What follows belongs to an exercise in optimizing a design on an open flow for small area, a short achievable clock period and few clock cycles per item; a production flow would make more cautious choices. Power and IR drop assume default switching activity.

==> module execute_stage, before the edit <==
module execute_stage (
    input  wire [31:0] pc,
    input  wire [31:0] ir,
    input  wire [31:0] rs_val,
    input  wire [31:0] rb_val,    
    output logic [31:0] npc,
    output logic        we,
    output logic [4:0]  wreg,
    output logic        is_lw,
    output logic        is_sw,
    output logic [31:0] o
);
    logic [4:0]  opc;
    logic [4:0]  fn;
    logic [31:0] imm;
    logic [31:0] pc1;
    logic [31:0] x, y, sum;
    logic [31:0] sh_right, sh_left;
    logic [31:0] other;
    logic        use_reg, use_pc, use_tgt, fn_sub, cin;
    logic        en_sum, en_and, en_or, en_sll, en_sra, en_jal;
    logic        is_j, is_jr, is_bne, is_blt, taken;
    logic        eq, lt;
    assign opc = ir[31:27];
    assign fn  = ir[6:2];
    assign imm = {{15{ir[16]}}, ir[16:0]};
    assign pc1 = pc + 32'd1;
    assign use_reg = !(opc[3] | opc[1] | opc[0]);
    assign use_pc  = opc[1] & !opc[0];
    assign use_tgt = opc[0] & !opc[2];
    assign fn_sub  = fn[0] & !opc[2];
    assign x   = use_pc ? pc : rs_val;
    assign y   = use_reg ? (rb_val ^ {32{fn_sub}}) :
                 use_tgt ? {5'd0, ir[26:0]} : imm;
    assign cin = use_reg ? fn_sub : use_pc;
    adder u_adder (.x(x), .y(y), .cin(cin), .sum(sum));
    alu u_alu (
        .a        (rs_val),
        .right    (fn[0]),
        .shamt    (ir[11:7]),
        .sh_right (sh_right),
        .sh_left  (sh_left)
    );
    assign en_jal = opc[1] & opc[0] & !opc[2];
    assign en_sum = !en_jal & (!use_reg | (fn[4:1] == 4'd0));
    assign en_and = use_reg & (fn == 5'd2);
    assign en_or  = use_reg & (fn == 5'd3);
    assign en_sll = use_reg & (fn == 5'd4);
    assign en_sra = use_reg & (fn == 5'd5);
    assign other = ({32{en_and}} & (rs_val & rb_val))
                 | ({32{en_or}}  & (rs_val | rb_val))
                 | ({32{en_sll}} & sh_left)
                 | ({32{en_sra}} & sh_right)
                 | ({32{en_jal}} & pc1);
    assign o = en_sum ? sum : other;
    assign is_j   = (opc[4:2] == 3'd0) & opc[0];     
    assign is_jr  = (opc == cpu_pkg::OPC_JR);
    assign is_bne = (opc == cpu_pkg::OPC_BNE);
    assign is_blt = (opc == cpu_pkg::OPC_BLT);
    assign eq    = (rb_val == rs_val);
    assign lt    = $signed(rb_val) < $signed(rs_val);
    assign taken = (is_bne & !eq) | (is_blt & lt) | is_j | is_jr;
    assign npc   = taken ? sum : pc1;
    assign we    = (opc == cpu_pkg::OPC_ALU) || (opc == cpu_pkg::OPC_ADDI) || (opc == cpu_pkg::OPC_LW) || (opc == cpu_pkg::OPC_JAL);
    assign wreg  = en_jal ? 5'd31 : ir[26:22];
    assign is_lw = (opc == cpu_pkg::OPC_LW);
    assign is_sw = (opc == cpu_pkg::OPC_SW);
endmodule
==> module mem_wb_stage, before the edit <==
module mem_wb_stage (
    input  wire         clock,
    input  wire         arst_n,
    input  wire         we_in,
    input  wire [4:0]   wreg_in,
    input  wire         lw_in,
    input  wire         sw_in,
    input  wire [31:0]  o_in,
    input  wire [31:0]  b_in,
    input  wire [31:0]  q_dmem,
    output logic [31:0] address_dmem,
    output logic [31:0] data,
    output logic        wren,
    output logic        ctrl_write_enable,
    output logic [4:0]  ctrl_write_reg,
    output logic [31:0] data_write_reg
);
    logic        m_we, m_lw, m_sw;
    logic [4:0]  m_reg;
    logic [31:0] m_o, m_b;
    always_ff @(posedge clock or negedge arst_n) begin
        if (!arst_n) begin
            m_we <= 1'b0;
            m_lw <= 1'b0;
            m_sw <= 1'b0;
        end else begin
            m_we <= we_in;
            m_lw <= lw_in;
            m_sw <= sw_in;
        end
    end
    always_ff @(posedge clock) begin
        m_reg <= wreg_in;
        m_o   <= o_in;
        m_b   <= b_in;
    end
    assign address_dmem      = m_o;
    assign data              = m_b;
    assign wren              = m_sw;
    assign ctrl_write_enable = m_we;
    assign ctrl_write_reg    = m_reg;
    assign data_write_reg    = m_lw ? q_dmem : m_o;
endmodule
==> module pipeline_cpu, before the edit <==
module pipeline_cpu (
    input  wire         clock,
    input  wire         arst_n,
    output logic [31:0] address_imem,
    input  wire  [31:0] q_imem,
    output logic [31:0] address_dmem,
    output logic [31:0] data,
    output logic        wren,
    input  wire  [31:0] q_dmem,
    output logic        ctrl_write_enable,
    output logic [4:0]  ctrl_write_reg,
    output logic [4:0]  ctrl_read_reg_a,
    output logic [4:0]  ctrl_read_reg_b,
    output logic [31:0] data_write_reg,
    input  wire  [31:0] data_read_reg_a,
    input  wire  [31:0] data_read_reg_b
);
    logic [31:0] pc;
    logic [31:0] npc;
    logic        we, is_lw, is_sw;
    logic [4:0]  wreg;
    logic [31:0] o;
    always_ff @(posedge clock or negedge arst_n) begin
        if (!arst_n) pc <= '0;
        else         pc <= npc;
    end
    assign address_imem    = pc;
    assign ctrl_read_reg_a = ((q_imem[27] & !q_imem[29]) | (q_imem[29] & !q_imem[28] & !q_imem[27]))
                           ? 5'd0 : q_imem[21:17];
    assign ctrl_read_reg_b = (q_imem[29] | q_imem[28]) ? q_imem[26:22] : q_imem[16:12];
    execute_stage u_execute_stage (
        .pc     (pc),
        .ir     (q_imem),
        .rs_val (data_read_reg_a),
        .rb_val (data_read_reg_b),
        .npc    (npc),
        .we     (we),
        .wreg   (wreg),
        .is_lw  (is_lw),
        .is_sw  (is_sw),
        .o      (o)
    );
    mem_wb_stage u_mem_wb_stage (
        .clock             (clock),
        .arst_n            (arst_n),
        .we_in             (we),
        .wreg_in           (wreg),
        .lw_in             (is_lw),
        .sw_in             (is_sw),
        .o_in              (o),
        .b_in              (data_read_reg_b),
        .q_dmem            (q_dmem),
        .address_dmem      (address_dmem),
        .data              (data),
        .wren              (wren),
        .ctrl_write_enable (ctrl_write_enable),
        .ctrl_write_reg    (ctrl_write_reg),
        .data_write_reg    (data_write_reg)
    );
endmodule
==> flow/config.mk <==
export PLATFORM = sky130hd
export DESIGN_NAME = pipeline_cpu
export DESIGN_NICKNAME = pipeline_cpu
export VERILOG_FILES = /design/flow/design.v
export SDC_FILE = /design/flow/constraint.sdc
export NUM_CORES = 4
export LEC_CHECK = 0
export CAP_MARGIN = 20
export CORE_MARGIN = 2
export CORE_UTILIZATION = 40
export PLACE_DENSITY = 0.6
export SETUP_SLACK_MARGIN = 4
export SLEW_MARGIN = 20
export TNS_END_PERCENT = 5
==> flow/constraint.sdc <==
create_clock -name core_clock -period 8.5 [get_ports {clock}]
set_input_delay 1.7000 -clock core_clock [delete_from_list [all_inputs] [get_ports {clock}]]
set_output_delay 1.7000 -clock core_clock [all_outputs]
set_load 0.01 [all_outputs]
standard.sh (not shown) runs the stock make flow with config.mk's settings and CLKGATE_MAP_FILE= SYNTH_SCRIPT=/design/flow/synth_recipe.tcl, a recipe that flattens the netlist after the stock synthesis.
==> flow/flow/run.sh <==
#!/bin/bash
# Own layout flow: the standard flow (standard.sh, unchanged synthesis,
# floorplan, power grid, placement, CTS and routing), with one change: the
# buffers that global placement puts on every input and output port are
# sky130_fd_sc_hd__buf_1 cells instead of the default delay-buffer cell.
# The timing repair steps still resize them where timing needs it.
set -euo pipefail
export BUFFER_PORTS_ARGS="-buffer_cell sky130_fd_sc_hd__buf_1"
bash standard.sh > standard.log 2>&1
Rerun with:
--- a/flow/design.v
+++ b/flow/design.v
@@ -66,13 +66,15 @@
     input  wire [31:0] rb_val,    
     output logic [31:0] npc,
     output logic        we,
     output logic [4:0]  wreg,
     output logic        is_lw,
     output logic        is_sw,
-    output logic [31:0] o
+    output logic [31:0] o,        
+    output logic [31:0] b,        
+    output logic        sel_sum   
 );
     logic [4:0]  opc;
     logic [4:0]  fn;
     logic [31:0] imm;
     logic [31:0] pc1;
     logic [31:0] x, y, sum;
@@ -110,13 +112,15 @@
     assign en_sra = use_reg & (fn == 5'd5);
     assign other = ({32{en_and}} & (rs_val & rb_val))
                  | ({32{en_or}}  & (rs_val | rb_val))
                  | ({32{en_sll}} & sh_left)
                  | ({32{en_sra}} & sh_right)
                  | ({32{en_jal}} & pc1);
-    assign o = en_sum ? sum : other;
+    assign o       = sum;
+    assign b       = opc[2] ? rb_val : other;
+    assign sel_sum = en_sum;
     assign is_j   = (opc[4:2] == 3'd0) & opc[0];     
     assign is_jr  = (opc == cpu_pkg::OPC_JR);
     assign is_bne = (opc == cpu_pkg::OPC_BNE);
     assign is_blt = (opc == cpu_pkg::OPC_BLT);
     assign eq    = (rb_val == rs_val);
     assign lt    = $signed(rb_val) < $signed(rs_val);
@@ -135,21 +139,23 @@
     input  wire         we_in,
     input  wire [4:0]   wreg_in,
     input  wire         lw_in,
     input  wire         sw_in,
     input  wire [31:0]  o_in,
     input  wire [31:0]  b_in,
+    input  wire         sel_in,
     input  wire [31:0]  q_dmem,
     output logic [31:0] address_dmem,
     output logic [31:0] data,
     output logic        wren,
     output logic        ctrl_write_enable,
     output logic [4:0]  ctrl_write_reg,
     output logic [31:0] data_write_reg
 );
-    logic        m_we, m_lw, m_sw;
+    logic        m_we, m_lw, m_sw, m_sel;
+    logic [31:0] m_res;
     logic [4:0]  m_reg;
     logic [31:0] m_o, m_b;
     always_ff @(posedge clock or negedge arst_n) begin
         if (!arst_n) begin
             m_we <= 1'b0;
             m_lw <= 1'b0;
@@ -159,21 +165,23 @@
             m_lw <= lw_in;
             m_sw <= sw_in;
         end
     end
     always_ff @(posedge clock) begin
         m_reg <= wreg_in;
+        m_sel <= sel_in;
         m_o   <= o_in;
         m_b   <= b_in;
     end
     assign address_dmem      = m_o;
     assign data              = m_b;
     assign wren              = m_sw;
     assign ctrl_write_enable = m_we;
     assign ctrl_write_reg    = m_reg;
-    assign data_write_reg    = m_lw ? q_dmem : m_o;
+    assign m_res             = m_sel ? m_o : m_b;
+    assign data_write_reg    = m_lw ? q_dmem : m_res;
 endmodule
 `default_nettype wire
 `default_nettype none
 `timescale 1ns/1ps
 module pipeline_cpu (
     input  wire         clock,
@@ -193,13 +201,14 @@
     input  wire  [31:0] data_read_reg_b
 );
     logic [31:0] pc;
     logic [31:0] npc;
     logic        we, is_lw, is_sw;
     logic [4:0]  wreg;
-    logic [31:0] o;
+    logic [31:0] o, b;
+    logic        sel_sum;
     always_ff @(posedge clock or negedge arst_n) begin
         if (!arst_n) pc <= '0;
         else         pc <= npc;
     end
     assign address_imem    = pc;
     assign ctrl_read_reg_a = ((q_imem[27] & !q_imem[29]) | (q_imem[29] & !q_imem[28] & !q_imem[27]))
@@ -212,23 +221,26 @@
         .rb_val (data_read_reg_b),
         .npc    (npc),
         .we     (we),
         .wreg   (wreg),
         .is_lw  (is_lw),
         .is_sw  (is_sw),
-        .o      (o)
+        .o      (o),
+        .b      (b),
+        .sel_sum(sel_sum)
     );
     mem_wb_stage u_mem_wb_stage (
         .clock             (clock),
         .arst_n            (arst_n),
         .we_in             (we),
         .wreg_in           (wreg),
         .lw_in             (is_lw),
         .sw_in             (is_sw),
         .o_in              (o),
-        .b_in              (data_read_reg_b),
+        .b_in              (b),
+        .sel_in            (sel_sum),
         .q_dmem            (q_dmem),
         .address_dmem      (address_dmem),
         .data              (data),
         .wren              (wren),
         .ctrl_write_enable (ctrl_write_enable),
         .ctrl_write_reg    (ctrl_write_reg),
=>
- non-clock buffer count goes down by 31
- final area is about the same
- total power went down by about 0.6%
- count of clock-buffer cells in the layout rises by 2
- worst hold slack barely changes
- cell count is higher by 4.7%
- flip-flop and latch count came out higher by 1
- setup slack improved by 0.23 ns
- utilization fell by 3.0 points
- global-route usage goes down by 2.0 points
- first-iteration DRC count is lower by about 18%
No functional check of the RTL was part of any run of this note.

==> re-timing with driven ports <==
The results above use ideal ports. As a check the final layouts listed here were re-extracted and re-timed, cells and wires unchanged.
Step 1: set_driving_cell puts a clkbuf_16 on clock and a buf_2 on each other input, an assumption about the parent block.
Step 2 adds t to the input delays and takes it off the output delays; t is the mean of the earliest and latest rising clock arrival at the registers after step 1. Input paths then give back, and output paths get back, about the clock's delay inside the block.
Three values: no drivers, after step 1, after step 2; two values: the first two.
run	shift t [ns]	setup WS [ns]	worst slew at a driven data input, ns	pins driven straight from the clock port
the first run	0.425	3.677 / 3.704 / 3.278	0.08	1
the second run	0.408	3.907 / 3.933 / 3.524	0.08	1
After both steps every run listed still meets setup and hold. For the first run, which loses most, drivers alone change the setup slack by +0.027 ns; drivers and shift together by -0.399 ns.
